This is an optimization exercise on Yosys and OpenROAD, whose aim is small area, not a production implementation.
RTL that was checked went through simulation tests only; none was proved equivalent to the original.
No activity file was given, so power comes from the tool's default toggle rates.

==> module requant_lanes, before the edit <==
module requant_lanes (
    input  logic [PROD_W-1:0]    prod,
    input  logic [1:0]           sel,
    input  logic [SHIFT_W-1:0]   n,
    input  logic                 relu_en,
    output logic [ACT_W-1:0]     res
);
    localparam int RW = PROD_W + 2;
    logic [SHIFT_W-1:0]       lo;
    logic [SHIFT_W-1:0]       sh;
    logic signed [RW-1:0]     dbl;
    logic signed [RW-1:0]     rnd;
    always_comb begin
        case (sel)
            WIN_8:   lo = 5'd8;
            WIN_5:   lo = 5'd5;
            WIN_3:   lo = 5'd3;
            default: lo = 5'd13;
        endcase
        sh = n - lo;
        dbl = {{2{prod[PROD_W-1]}}, prod} <<< 1;
        rnd = ((dbl >>> sh) + RW'(1)) >>> 1;
        if (rnd > RW'(ACT_MAX)) begin
            res = ACT_MAX;
        end else if (rnd < RW'(ACT_MIN)) begin
            res = ACT_MIN;
        end else begin
            res = ACT_W'(rnd);
        end
        if (relu_en && prod[PROD_W-1]) begin
            res = '0;
        end
    end
endmodule
Settings: LEC_CHECK=0, CAP_MARGIN=20, CORE_MARGIN=2, CORE_UTILIZATION=40, SLEW_MARGIN=20; clock period 6.5 ns.
run.sh (not shown) runs the stock make flow with config.mk's settings and CLKGATE_MAP_FILE= SYNTH_SCRIPT=/design/flow/synth_recipe.tcl, a recipe that flattens the netlist after the stock synthesis.
The baseline finished with setup timing left.
Next try:
--- a/flow/design.v
+++ b/flow/design.v
@@ -88,11 +88,17 @@
     input  logic                 relu_en,
     output logic [ACT_W-1:0]     res
 );
-    localparam int RW = PROD_W + 2;
-    logic [SHIFT_W-1:0]       lo;
-    logic [SHIFT_W-1:0]       sh;
-    logic signed [RW-1:0]     dbl;
-    logic signed [RW-1:0]     rnd;
+    logic [SHIFT_W-1:0] lo;
+    logic [SHIFT_W-1:0] sh;
+    logic               sgn;
+    logic [26:0]        ext;
+    logic [26:0]        win;
+    logic [7:0]         f8;
+    logic               g;
+    logic               fits;
+    logic [17:7]        run;
+    logic               zero;
+    logic [8:0]         inc;
     always_comb begin
         case (sel)
             WIN_8:   lo = 5'd8;
@@ -100,18 +106,25 @@
             WIN_3:   lo = 5'd3;
             default: lo = 5'd13;
         endcase
-        sh = n - lo;
-        dbl = {{2{prod[PROD_W-1]}}, prod} <<< 1;
-        rnd = ((dbl >>> sh) + RW'(1)) >>> 1;
-        if (rnd > RW'(ACT_MAX)) begin
-            res = ACT_MAX;
-        end else if (rnd < RW'(ACT_MIN)) begin
-            res = ACT_MIN;
-        end else begin
-            res = ACT_W'(rnd);
+        sh  = n - lo;
+        sgn = prod[PROD_W-1];
+        ext = {{8{sgn}}, prod, 1'b0};
+        win = ext >> sh[4:0];
+        g   = win[0];
+        f8  = win[8:1];
+        run[17] = 1'b1;
+        for (int k = 16; k >= 7; k--) begin
+            run[k] = run[k+1] & (prod[k] == sgn);
         end
-        if (relu_en && prod[PROD_W-1]) begin
+        fits = (sh >= 5'd10) ? 1'b1 : run[sh + 5'd7];
+        zero = (sh >= 5'd18) || (relu_en && sgn);
+        inc = {1'b0, f8} + {8'd0, g};
+        if (zero) begin
             res = '0;
+        end else if (!fits || (inc[7] && !f8[7])) begin
+            res = sgn ? ACT_MIN : ACT_MAX;
+        end else begin
+            res = inc[7:0];
         end
     end
 endmodule
What happened:
- The changed run completed, yet does not pass: setup timing
- clock-buffer cell count fell by 2
- synthesized cell count fell by a few percent
- synthesized area fell slightly
- clock power fell by a little under a tenth
- sequential share of layout area rose by 1.2 points
- setup slack gets better by 0.12 ns
- cell area fell by a few percent
- via count fell by a few percent
No functional check of the RTL was part of any run of this note.

---

requant_top, a different RTL version from the one above (not shown whole).
Size: roughly 360 flip-flops, about 250 I/O pins, ~34000 sq um of cells after synthesis.
==> flow/design.v (excerpt) <==
module requant_top
#(
    parameter int DN     = 6,
    parameter int GROUPS = 4
) (
    input  logic                        clk,
    input  logic                        rst_n,
    input  logic [DN*ACC_W-1:0]         acc_data,
    input  logic                        acc_valid,
    input  logic [$clog2(GROUPS)-1:0]   grp,
    input  logic [SHIFT_W-1:0]          n,
    input  logic                        relu_en,
    input  logic                        scale_we,
    input  logic [$clog2(GROUPS)-1:0]   scale_addr,
    input  logic [DN*MANT_W-1:0]        scale_wdata,
    output logic [DN*ACT_W-1:0]         act_data,
    output logic                        act_valid
);
==> flow/config.mk <==
export PLATFORM = sky130hd
export DESIGN_NAME = requant_top
export DESIGN_NICKNAME = requant_top
export VERILOG_FILES = /design/flow/design.v
export SDC_FILE = /design/flow/constraint.sdc
export NUM_CORES = 4
export LEC_CHECK = 0
export CAP_MARGIN = 20
export CORE_MARGIN = 2
export CORE_UTILIZATION = 40
export GPL_TIMING_DRIVEN = 0
export SLEW_MARGIN = 20
export SYNTH_HIERARCHICAL = 1
==> flow/constraint.sdc <==
create_clock -name core_clock -period 6.5 [get_ports {clk}]
set_input_delay 1.3000 -clock core_clock [delete_from_list [all_inputs] [get_ports {clk}]]
set_output_delay 1.3000 -clock core_clock [all_outputs]
set_load 0.01 [all_outputs]
standard.sh (not shown) runs the stock make flow with config.mk's settings and CLKGATE_MAP_FILE= SYNTH_SCRIPT=/design/flow/synth_recipe.tcl, a recipe that flattens the netlist after the stock synthesis.
==> flow/flow/run.sh <==
#!/bin/bash
# Standard ORFS layout with two changes: ports are buffered with the smallest
# buffer instead of a delay cell, and after global-route timing repair the
# non-critical cells are downsized again (ORFS power recovery), followed by a
# design repair so no slew or capacitance limit is left broken.
set -euo pipefail
here=$(pwd)
export BUFFER_PORTS_ARGS="-buffer_cell sky130_fd_sc_hd__buf_1"
export RECOVER_POWER=100
export POST_GLOBAL_ROUTE_TCL="$here/flow/post_grt.tcl"
bash standard.sh > standard.log 2>&1
==> flow/flow/post_grt.tcl <==
# after power recovery: fix any slew / capacitance limit it broke
global_route -start_incremental
repair_design -slew_margin $::env(SLEW_MARGIN) -cap_margin $::env(CAP_MARGIN)
detailed_placement
global_route -end_incremental
estimate_parasitics -global_routing
report_check_types -max_slew -max_capacitance -violators
report_worst_slack -max
Edit:
--- a/flow/design.v
+++ b/flow/design.v
@@ -466,51 +466,43 @@
         rq_fa u_fa53 (.a(ts29), .b(tc39), .ci(ts40), .s(ts53), .co(tc53));
         rq_fa u_fa54 (.a(tc29), .b(tc40), .ci(ts41), .s(ts54), .co(tc54));
         rq_fa u_fa55 (.a(ppn_7_8), .b(ppn_8_7), .ci(tc41), .s(ts55), .co(tc55));
         assign r0n = {1'b0, ppn_8_8, tc54, tc53, tc52, tc51, tc50, tc49, tc48, tc47, tc46, tc45, tc44, tc43, tc42, ppn_2_0, ppn_0_1, ppn_0_0};
         assign r1n = {1'b1, tc55, ts55, ts54, ts53, ts52, ts51, ts50, ts49, ts48, ts47, ts46, ts45, ts44, ts43, ts42, ppn_1_0, 1'b1};
         assign prod = ~(r0n + r1n + 18'd1);
         always_ff @(posedge clk) begin
             prod_q <= prod;
             sh_q   <= n - lo;
         end
         logic               sgn;
-        logic [26:0]        e;
-        logic [23:0]        s4;
-        logic [14:0]        s3;
-        logic [10:0]        s2;
-        logic [8:0]         s1;
-        logic [7:0]         s0;
+        logic [26:0]        ext;
+        logic [26:0]        sw;
         logic [7:0]         f8;
         logic               g;
         logic               fits;
-        logic [18:8]        run;
+        logic [17:7]        run;
         logic [7:0]         cy;
         logic               p01, p23, p45, p0123;
         logic               zero;
         logic [ACT_W-1:0]   res;
         always_comb begin
             sgn = prod_q[PROD_W-1];
-            e   = {{8{sgn}}, prod_q, 1'b0};
-            for (int k = 0; k < 24; k++) s4[k] = (sh_q[4] && k < 10) ? e[k+16] : e[k];
-            for (int k = 0; k < 15; k++) s3[k] = sh_q[3] ? s4[k+8] : s4[k];
-            for (int k = 0; k < 11; k++) s2[k] = sh_q[2] ? s3[k+4] : s3[k];
-            for (int k = 0; k < 9;  k++) s1[k] = sh_q[1] ? s2[k+2] : s2[k];
-            for (int k = 0; k < 8;  k++) s0[k] = sh_q[0] ? s1[k+1] : s1[k];
-            g  = s0[0];
-            f8 = {sgn, s0[7:1]};
-            run[18] = 1'b1;
-            for (int k = 17; k >= 8; k--) begin
-                run[k] = run[k+1] & (e[k] == sgn);
+            ext = {{8{sgn}}, prod_q, 1'b0};
+            sw  = ext >> sh_q;
+            g   = sw[0];
+            f8  = sw[8:1];
+            run[17] = 1'b1;
+            for (int k = 16; k >= 7; k--) begin
+                run[k] = run[k+1] & (prod_q[k] == sgn);
             end
-            fits = (sh_q >= 5'd11) ? 1'b1 : run[sh_q + 5'd8];
+            fits = (sh_q >= 5'd10) ? 1'b1 : run[sh_q + 5'd7];
             zero = (sh_q >= 5'd18) || zero_q || (relu_q && sgn);
             p01   = f8[0] & f8[1];
             p23   = f8[2] & f8[3];
             p45   = f8[4] & f8[5];
             p0123 = p01 & p23;
             cy[0] = g;
             cy[1] = g & f8[0];
             cy[2] = g & p01;
             cy[3] = g & p01 & f8[2];
             cy[4] = g & p0123;
             cy[5] = g & p0123 & f8[4];
What happened: The new run completed with no timing, DRC or antenna violations; via count rises by 11%; global-route usage rises by 0.99 points; sequential share of layout area falls by 1.5 points; worst hold slack is better by 0.0078 ns; worst setup slack is better by 0.033 ns; sequential cell count does not change; total power rises by 7.8%; routed wire length rises by 12%; utilization rises by 0.26 points; final area rises by 6.5%; first-iteration DRC count rises by 28%.
For the second run of this note, only the layout was checked, not whether the RTL still works.

---

requant_top, a different RTL version from the one above (not shown whole).
For scale: roughly 3,300 cells after synthesis, ~250 I/O pins, ~0.032 sq mm of cells after synthesis.
Settings: LEC_CHECK=0, CAP_MARGIN=5, CORE_MARGIN=2, CORE_UTILIZATION=40, GPL_TIMING_DRIVEN=0, SLEW_MARGIN=5, SYNTH_HIERARCHICAL=1; clock period 6.5 ns.
==> flow/flow/run.sh <==
#!/bin/bash
set -euo pipefail
here=$(pwd)
export BUFFER_PORTS_ARGS="-buffer_cell sky130_fd_sc_hd__buf_1"
export CTS_ARGS="-sink_clustering_enable -repair_clock_nets -dont_use_dummy_load -buf_list sky130_fd_sc_hd__clkbuf_4 -sink_clustering_size 10 -sink_clustering_max_diameter 50"
export RECOVER_POWER=100
export POST_GLOBAL_ROUTE_TCL="$here/flow/post_grt.tcl"
export PRE_GLOBAL_PLACE_TCL="$here/flow/pre_gpl.tcl"
bash standard.sh > standard.log 2>&1
==> flow/flow/post_grt.tcl <==
# after power recovery: fix any slew / capacitance limit it broke, and any
# setup path it slowed too far, then legalize and reroute what changed
global_route -start_incremental
repair_design -slew_margin $::env(SLEW_MARGIN) -cap_margin $::env(CAP_MARGIN)
repair_timing -setup -setup_margin 0.05 -repair_tns 100
detailed_placement
global_route -end_incremental
estimate_parasitics -global_routing
report_check_types -max_slew -max_capacitance -violators
report_worst_slack -max
==> flow/flow/pre_gpl.tcl <==
# drop the buffers synthesis inserted; placement-aware repair re-buffers
# where a net needs it
remove_buffers
Edit:
--- a/flow/design.v
+++ b/flow/design.v
@@ -143,54 +143,57 @@
         .GROUPS      (GROUPS)
     ) u_scale_table (
         .clk         (clk),
         .rst_n       (rst_n),
         .scale_we    (scale_we),
         .scale_addr  (scale_addr),
         .scale_wdata (scale_wdata),
         .grp         (grp),
         .rd_scale    (rd_scale),
         .rd_zero     (rd_zero)
     );
-    logic relu_q;
-    logic zero_q;
+    logic               relu_q;
+    logic               zero_q;
+    logic [SHIFT_W-1:0] n_q;
     always_ff @(posedge clk) begin
         relu_q <= relu_en;
         zero_q <= rd_zero;
+        n_q    <= n;
     end
     for (genvar i = 0; i < DN; i++) begin : g_lane
         logic [ACC_W-1:0]   a;
         logic [MANT_W-1:0]  scl;
         logic               run16, run13, run11;
         logic [MANT_W-1:0]  win;
-        logic [SHIFT_W-1:0] lo;
         logic [PROD_W-1:0]  prod;
         logic [PROD_W-1:0]  prod_q;
+        logic [1:0]         sel;
+        logic [1:0]         sel_q;
         logic [SHIFT_W-1:0] sh_q;
         assign a   = acc_data[i*ACC_W +: ACC_W];
         assign scl = rd_scale[i*MANT_W +: MANT_W];
         always_comb begin
             run16 = (a[ACC_W-1:16] == {6{a[ACC_W-1]}});
             run13 = (a[ACC_W-1:13] == {9{a[ACC_W-1]}});
             run11 = (a[ACC_W-1:11] == {11{a[ACC_W-1]}});
             if (!run16) begin
-                lo  = 5'd13;
+                sel = WIN_13;
                 win = a[21:13];
             end else if (!run13) begin
-                lo  = 5'd8;
+                sel = WIN_8;
                 win = a[16:8];
             end else if (!run11) begin
-                lo  = 5'd5;
+                sel = WIN_5;
                 win = a[13:5];
             end else begin
-                lo  = 5'd3;
+                sel = WIN_3;
                 win = a[11:3];
             end
         end
         logic ppn_0_0;
         logic ppn_0_1;
         logic ppn_0_2;
         logic ppn_0_3;
         logic ppn_0_4;
         logic ppn_0_5;
         logic ppn_0_6;
         logic ppn_0_7;
@@ -514,55 +517,62 @@
         rq_fa u_fa50 (.a(ts24), .b(tc36), .ci(ts37), .s(ts50), .co(tc50));
         rq_fa u_fa51 (.a(ts26), .b(tc37), .ci(ts38), .s(ts51), .co(tc51));
         rq_fa u_fa52 (.a(ts28), .b(tc38), .ci(ts39), .s(ts52), .co(tc52));
         rq_fa u_fa53 (.a(ts29), .b(tc39), .ci(ts40), .s(ts53), .co(tc53));
         rq_fa u_fa54 (.a(tc29), .b(tc40), .ci(ts41), .s(ts54), .co(tc54));
         rq_fa u_fa55 (.a(ppn_7_8), .b(ppn_8_7), .ci(tc41), .s(ts55), .co(tc55));
         assign r0n = {1'b0, ppn_8_8, tc54, tc53, tc52, tc51, tc50, tc49, tc48, tc47, tc46, tc45, tc44, tc43, tc42, ppn_2_0, ppn_0_1, ppn_0_0};
         assign r1n = {1'b1, tc55, ts55, ts54, ts53, ts52, ts51, ts50, ts49, ts48, ts47, ts46, ts45, ts44, ts43, ts42, ppn_1_0, 1'b1};
         assign prod = ~(r0n + r1n + 18'd1);
         always_ff @(posedge clk) begin
             prod_q <= prod;
-            sh_q   <= n - lo;
+            sel_q  <= sel;
+        end
+        always_comb begin
+            case (sel_q)
+                WIN_8:   sh_q = n_q - 5'd8;
+                WIN_5:   sh_q = n_q - 5'd5;
+                WIN_3:   sh_q = n_q - 5'd3;
+                default: sh_q = n_q - 5'd13;
+            endcase
         end
         logic               sgn;
         logic [26:0]        e;
         logic [23:0]        s4;
         logic [14:0]        s3;
         logic [10:0]        s2;
         logic [8:0]         s1;
         logic [7:0]         s0;
         logic [7:0]         f8;
         logic               g;
         logic               fits;
-        logic               ok3, ok2, ok1, ok0;
+        logic [18:8]        run;
         logic [7:0]         cy;
         logic               p01, p23, p45, p0123;
         logic               zero;
         logic [ACT_W-1:0]   res;
         always_comb begin
             sgn = prod_q[PROD_W-1];
             e   = {{8{sgn}}, prod_q, 1'b0};
             for (int k = 0; k < 24; k++) s4[k] = (sh_q[4] && k < 10) ? e[k+16] : e[k];
             for (int k = 0; k < 15; k++) s3[k] = sh_q[3] ? s4[k+8] : s4[k];
             for (int k = 0; k < 11; k++) s2[k] = sh_q[2] ? s3[k+4] : s3[k];
             for (int k = 0; k < 9;  k++) s1[k] = sh_q[1] ? s2[k+2] : s2[k];
             for (int k = 0; k < 8;  k++) s0[k] = sh_q[0] ? s1[k+1] : s1[k];
             g  = s0[0];
             f8 = {sgn, s0[7:1]};
-            ok3  = (e[17:15] == {3{sgn}});
-            ok2  = (s3[14:11] == {4{sgn}});
-            ok1  = (s2[10:9] == {2{sgn}});
-            ok0  = (s1[8] == sgn);
-            fits = sh_q[4] || ((sh_q[3] || ok3) && (sh_q[2] || ok2) &&
-                               (sh_q[1] || ok1) && (sh_q[0] || ok0));
+            run[18] = 1'b1;
+            for (int k = 17; k >= 8; k--) begin
+                run[k] = run[k+1] & (e[k] == sgn);
+            end
+            fits = (sh_q >= 5'd11) ? 1'b1 : run[sh_q + 5'd8];
             zero = (sh_q >= 5'd18) || zero_q || (relu_q && sgn);
             p01   = f8[0] & f8[1];
             p23   = f8[2] & f8[3];
             p45   = f8[4] & f8[5];
             p0123 = p01 & p23;
             cy[0] = g;
             cy[1] = g & f8[0];
             cy[2] = g & p01;
             cy[3] = g & p01 & f8[2];
             cy[4] = g & p0123;
             cy[5] = g & p0123 & f8[4];
The changed run passed the timing, design-rule and antenna checks.
Final cell count came out higher by roughly a tenth.
Final area went up by roughly a tenth.
Worst hold slack got worse by 0.097 ns.
Setup slack degrades by 0.10 ns.
Count of clock-buffer cells in the layout rises by 4.
First-iteration DRC count goes up by well over a third.
Via count is higher by about a fifth.
Non-clock buffer count is higher by 139.
Sequential power is lower slightly.
Utilization came out higher by 3.1 points.
Wire length rose by about a fifth.
For the second run of this note, only the layout was checked, not whether the RTL still works.

what the ideal ports hide:
In the flow no input, the clock included, has a driving cell. The finished layouts below were timed again as built, in two steps. Step 1 sets driving cells, clkbuf_16 on the clock port and buf_2 on the other inputs (assumed; they add their load-dependent delay and slew). Step 2 also shifts input and output timing later by t, the mid clock arrival at the registers, as if the neighbouring blocks saw the same clock. Three values: ideal ports, drivers, drivers and shift; two values: the first two.
run | shift t [ns] | slack for setup (ns) | hold WS [ns] | latest minus earliest clock arrival (ns)
the first run of note 1 | 0.627 | -0.345 / -0.409 / -0.418 | 0.472 / 0.472 / 0.472 | 0.014 / 0.014
the second run of note 1 | 0.637 | -0.227 / -0.287 / -0.447 | 0.465 / 0.465 / 0.465 | 0.032 / 0.032
the first run of note 2 | 0.627 | 0.172 / 0.220 / -0.408 | 0.461 / 0.461 / 0.461 | 0.027 / 0.027
the second run of note 2 | 0.659 | 0.205 / 0.141 / -0.434 | 0.469 / 0.469 / 0.469 | 0.036 / 0.037
the first run of note 3 | 0.812 | 0.240 / 0.276 / -0.536 | 0.363 / 0.328 / 0.480 | 0.118 / 0.118
the second run of note 3 | 0.842 | 0.139 / 0.078 / -0.479 | 0.266 / 0.229 / 0.474 | 0.159 / 0.159
With both steps, setup timing fails in the first run of note 2, the second run of note 2, the first run of note 3 and the second run of note 3, where it was met with ideal ports. The setup slack of the first run of note 3, which loses most, moves by +0.036 ns with the drivers and by -0.776 ns with both steps.
